From an optimization exercise on the open Yosys and OpenROAD flow, aimed at small area; shortcuts taken in it are not production practice.
Function was checked by simulation only, so behaviour that the tests miss may differ from the original.
Power figures rest on the tool's default switching activity, not on a simulated workload.

// datapath
module datapath #(
   parameter int                 numRegs = 16,
   parameter datapathPkg::word_t resetPc = '0
) (
   input  logic                clk,
   input  logic                arstN,
   input  logic                pcOut,
   input  logic                mdrOut,
   input  logic                zOut,
   input  logic                rOut,
   input  logic                cOut,
   input  logic                baOut,
   input  logic                pcIn,
   input  logic                irIn,
   input  logic                marIn,
   input  logic                mdrIn,
   input  logic                yIn,
   input  logic                zIn,
   input  logic                rIn,
   input  logic                gra,
   input  logic                grb,
   input  logic                grc,
   input  logic                incPc,
   input  logic                read,
   input  logic                write,
   input  datapathPkg::aluOp_t aluOp,
   input  datapathPkg::word_t  memRdData,
   output datapathPkg::word_t  memAddr,
   output datapathPkg::word_t  memWrData,
   output datapathPkg::word_t  busOut,
   output logic                memRead,
   output logic                memWrite
);
Size: ~2300 cells after synthesis, about 160 I/O pins, roughly 0.032 sq mm of cells after synthesis.
==> module datapath, before the edit <==
module datapath #(
   parameter int                 numRegs = 16,
   parameter datapathPkg::word_t resetPc = '0
) (
   input  logic                clk,
   input  logic                arstN,
   input  logic                pcOut,
   input  logic                mdrOut,
   input  logic                zOut,
   input  logic                rOut,
   input  logic                cOut,
   input  logic                baOut,
   input  logic                pcIn,
   input  logic                irIn,
   input  logic                marIn,
   input  logic                mdrIn,
   input  logic                yIn,
   input  logic                zIn,
   input  logic                rIn,
   input  logic                gra,
   input  logic                grb,
   input  logic                grc,
   input  logic                incPc,
   input  logic                read,
   input  logic                write,
   input  datapathPkg::aluOp_t aluOp,
   input  datapathPkg::word_t  memRdData,
   output datapathPkg::word_t  memAddr,
   output datapathPkg::word_t  memWrData,
   output datapathPkg::word_t  busOut,
   output logic                memRead,
   output logic                memWrite
);
   logic [31:0] bus;
   logic [31:0] pcQ;
   logic [26:0] irQ;   logic irV;    
   logic [31:0] yQ;    logic yV;
   logic [31:0] zQ;    logic zV;
   logic [31:0] marQ;  logic marV;
   logic [31:0] mdrQ;
   logic [31:0] rQ [16];
   logic [15:0] rV;
   logic [3:0]  idx;
   logic [15:0] idxHot;
   assign idx = ({4{gra & irV}} & irQ[26:23]) |
                ({4{grb & irV}} & irQ[22:19]) |
                ({4{grc & irV}} & irQ[18:15]);
   always_comb begin
      for (int i = 0; i < 16; i++) idxHot[i] = (idx == i[3:0]);
   end
   logic [15:0] rSel;
   logic [31:0] regBus;
   logic [31:0] cWord;
   always_comb begin
      rSel[0] = rOut & idxHot[0] & rV[0];
      for (int i = 1; i < 16; i++) rSel[i] = (rOut | baOut) & idxHot[i] & rV[i];
      regBus = '0;
      for (int i = 0; i < 16; i++) regBus = regBus | ({32{rSel[i]}} & rQ[i]);
   end
   assign cWord = {{13{irQ[18]}}, irQ[18:0]};
   assign bus = ({32{pcOut}} & pcQ)  |
                ({32{mdrOut}}       & mdrQ) |
                ({32{zOut   & zV}}  & zQ)   |
                ({32{cOut   & irV}} & cWord) |
                regBus;
   logic        opArith, opLogic, opShl, opShr;
   logic        aZero, invB, cin;
   logic [31:0] a, b, g, p, sum, lg;
   logic [32:0] c;
   logic [31:0] shIn, shT, shRes, alu;
   logic [4:0]  sh;
   assign aZero   = aluOp[2] & aluOp[1];                     
   assign invB    = (aluOp[2:0] == 3'd1) | aZero;            
   assign cin     = (aluOp[2:0] == 3'd1) | (aluOp[2:0] == 3'd6);
   assign opArith = ~aluOp[1] & ~aluOp[2] | aZero;           
   assign opLogic = ~aluOp[2] & aluOp[1];                    
   assign opShl   = (aluOp[2:0] == 3'd4) & yV;
   assign opShr   = (aluOp[2:0] == 3'd5) & yV;
   assign a = yQ & {32{yV & ~aZero}};
   assign b = bus ^ {32{invB}};
   assign g = a & b;
   assign p = a ^ b;
   logic [31:0] pg, pp;
   always_comb begin
      pg = g;
      pp = p;
      pg[0] = g[0] | (p[0] & cin);
      for (int d = 1; d < 32; d = d * 2) begin
         for (int i = 2 * d - 1; i < 32; i = i + 2 * d) begin
            pg[i] = pg[i] | (pp[i] & pg[i-d]);
            pp[i] = pp[i] & pp[i-d];
         end
      end
      for (int d = 8; d >= 1; d = d / 2) begin
         for (int i = 3 * d - 1; i < 32; i = i + 2 * d) begin
            pg[i] = pg[i] | (pp[i] & pg[i-d]);
            pp[i] = pp[i] & pp[i-d];
         end
      end
   end
   assign c = {pg, cin};
   assign sum = p ^ c[31:0];
   assign lg = g | ({32{aluOp[0]}} & p);                     
   assign sh = bus[4:0];
   always_comb begin
      for (int i = 0; i < 32; i++) shIn[i] = aluOp[2:0] == 3'd4 ? yQ[31-i] : yQ[i];
   end
   assign shT = shIn >> sh;
   always_comb begin
      for (int i = 0; i < 32; i++) shRes[i] = (opShl & shT[31-i]) | (opShr & shT[i]);
   end
   assign alu = ({32{opArith}} & sum) | ({32{opLogic}} & lg) | shRes;
   always_ff @(posedge clk or negedge arstN) begin
      if (!arstN) begin
         irV <= 1'b0;
         yV  <= 1'b0;
         zV  <= 1'b0;
         marV <= 1'b0;
         rV  <= '0;
      end else begin
         if (irIn) irV <= 1'b1;
         if (yIn)  yV  <= 1'b1;
         if (zIn)  zV  <= 1'b1;
         if (marIn) marV <= 1'b1;
         for (int i = 0; i < 16; i++) if (rIn & idxHot[i]) rV[i] <= 1'b1;
      end
   end
   logic [31:0] pcInc;
   assign pcInc = {pcQ[31:2] + 30'd1, pcQ[1:0]};
   always_ff @(posedge clk) begin
      if (irIn) irQ <= bus[26:0];
      if (yIn)  yQ  <= bus;
      if (zIn)  zQ  <= alu;
      if (marIn) marQ <= bus;
      for (int i = 0; i < 16; i++) if (rIn & idxHot[i]) rQ[i] <= bus;
   end
   always_ff @(posedge clk or negedge arstN) begin
      if (!arstN) begin
         pcQ  <= '0;
         mdrQ <= '0;
      end else begin
         if (pcIn) pcQ <= bus;
         else if (incPc) pcQ <= pcInc;
         if (mdrIn) mdrQ <= read ? memRdData : bus;
      end
   end
   assign memAddr   = marQ & {32{marV}};
   assign memWrData = mdrQ;
   assign busOut    = bus;
   assign memRead   = read;
   assign memWrite  = write;
endmodule
clock: 10.0 ns
lec_check: 0
cap_margin: 20
core_margin: 2
core_utilization: 65
slew_margin: 20
standard.sh (not shown) runs the stock make flow with config.mk's settings and CLKGATE_MAP_FILE= SYNTH_SCRIPT=/design/flow/synth_recipe.tcl, a recipe that flattens the netlist after the stock synthesis.
==> flow/flow/run.sh <==
#!/bin/bash
# Own layout flow: the standard synthesis and ORFS steps, with two changes:
#  - ports are buffered with sky130_fd_sc_hd__buf_1 instead of the default delay buffer
#  - clock tree synthesis without dummy loads
# Each tool's full output goes to a log file in the work folder.
set -euo pipefail
export BUFFER_PORTS_ARGS="-buffer_cell sky130_fd_sc_hd__buf_1"
export CTS_ARGS="-sink_clustering_enable -repair_clock_nets -dont_use_dummy_load -buf_list sky130_fd_sc_hd__clkbuf_4 -sink_clustering_size 8 -sink_clustering_max_diameter 40"
bash standard.sh synth > synth.log 2>&1
bash standard.sh > layout.log 2>&1
The starting point finished clean.
Then changed:
--- a/flow/design.v
+++ b/flow/design.v
@@ -51,13 +51,13 @@
    output logic                memRead,
    output logic                memWrite
 );
    logic [31:0] bus;
-   logic [31:0] pcQ;
+   logic [31:0] pcQ;   logic pcV;
    logic [26:0] irQ;   logic irV;    
    logic [31:0] yQ;    logic yV;
    logic [31:0] zQ;    logic zV;
-   logic [31:0] marQ;  logic marV;
+   logic [31:0] marQ;
    logic [31:0] mdrQ;
    logic [31:0] rQ [16];
    logic [15:0] rV;
    logic [3:0]  idx;
@@ -77,9 +77,9 @@
       regBus = '0;
       for (int i = 0; i < 16; i++) regBus = regBus | ({32{rSel[i]}} & rQ[i]);
    end
    assign cWord = {{13{irQ[18]}}, irQ[18:0]};
-   assign bus = ({32{pcOut}} & pcQ)  |
+   assign bus = ({32{pcOut  & pcV}} & pcQ)  |
                 ({32{mdrOut}}       & mdrQ) |
                 ({32{zOut   & zV}}  & zQ)   |
                 ({32{cOut   & irV}} & cWord) |
                 regBus;
@@ -131,41 +131,41 @@
    end
    assign alu = ({32{opArith}} & sum) | ({32{opLogic}} & lg) | shRes;
    always_ff @(posedge clk or negedge arstN) begin
       if (!arstN) begin
+         pcV <= 1'b0;
          irV <= 1'b0;
          yV  <= 1'b0;
          zV  <= 1'b0;
-         marV <= 1'b0;
          rV  <= '0;
       end else begin
+         if (pcIn | incPc) pcV <= 1'b1;
          if (irIn) irV <= 1'b1;
          if (yIn)  yV  <= 1'b1;
          if (zIn)  zV  <= 1'b1;
-         if (marIn) marV <= 1'b1;
          for (int i = 0; i < 16; i++) if (rIn & idxHot[i]) rV[i] <= 1'b1;
       end
    end
    logic [31:0] pcInc;
-   assign pcInc = {pcQ[31:2] + 30'd1, pcQ[1:0]};
+   assign pcInc = pcV ? {pcQ[31:2] + 30'd1, pcQ[1:0]} : 32'd4;
    always_ff @(posedge clk) begin
+      if (pcIn) pcQ <= bus;
+      else if (incPc) pcQ <= pcInc;
       if (irIn) irQ <= bus[26:0];
       if (yIn)  yQ  <= bus;
       if (zIn)  zQ  <= alu;
-      if (marIn) marQ <= bus;
       for (int i = 0; i < 16; i++) if (rIn & idxHot[i]) rQ[i] <= bus;
    end
    always_ff @(posedge clk or negedge arstN) begin
       if (!arstN) begin
-         pcQ  <= '0;
+         marQ <= '0;
          mdrQ <= '0;
       end else begin
-         if (pcIn) pcQ <= bus;
-         else if (incPc) pcQ <= pcInc;
+         if (marIn) marQ <= bus;
          if (mdrIn) mdrQ <= read ? memRdData : bus;
       end
    end
-   assign memAddr   = marQ & {32{marV}};
+   assign memAddr   = marQ;
    assign memWrData = mdrQ;
    assign busOut    = bus;
    assign memRead   = read;
    assign memWrite  = write;
Setup slack got worse by 590 ps.
Die area came out higher by 1.3%.
Sequential power barely changes.
Count of clock-buffer cells in the layout went down by 2.
Wire length went up by 6.7%.

[afterwards: timing with drivers on the ports]
In the flow no input, the clock included, has a driving cell. The finished layouts below were timed again as built, in two steps. Step 1 (the two cells are an assumption about what drives the block):
set clk [get_ports {clk}]
set_driving_cell -lib_cell sky130_fd_sc_hd__clkbuf_16 $clk
set_driving_cell -lib_cell sky130_fd_sc_hd__buf_2 [delete_from_list [all_inputs] $clk]
Step 2 times the ports against the registers' clock, not the clock port: input delays grow and output delays shrink by t, the midpoint of the rising clock arrivals with the driver on. a / b / c = no drivers / after step 1 / after step 2; a / b = the first two.
run	shift t [ns]	slack for setup (ns)	worst hold slack (ns)	clock arrival spread, ns
the first run	0.938	1.540 / 1.554 / 0.617	0.464 / 0.464 / 0.464	0.116 / 0.115
the second run	0.929	0.954 / 0.988 / 0.059	0.474 / 0.474 / 0.474	0.105 / 0.104
After both steps setup and hold are still met in every run listed. The setup slack of the first run, which loses most, moves by +0.014 ns with the drivers and by -0.923 ns with both steps.
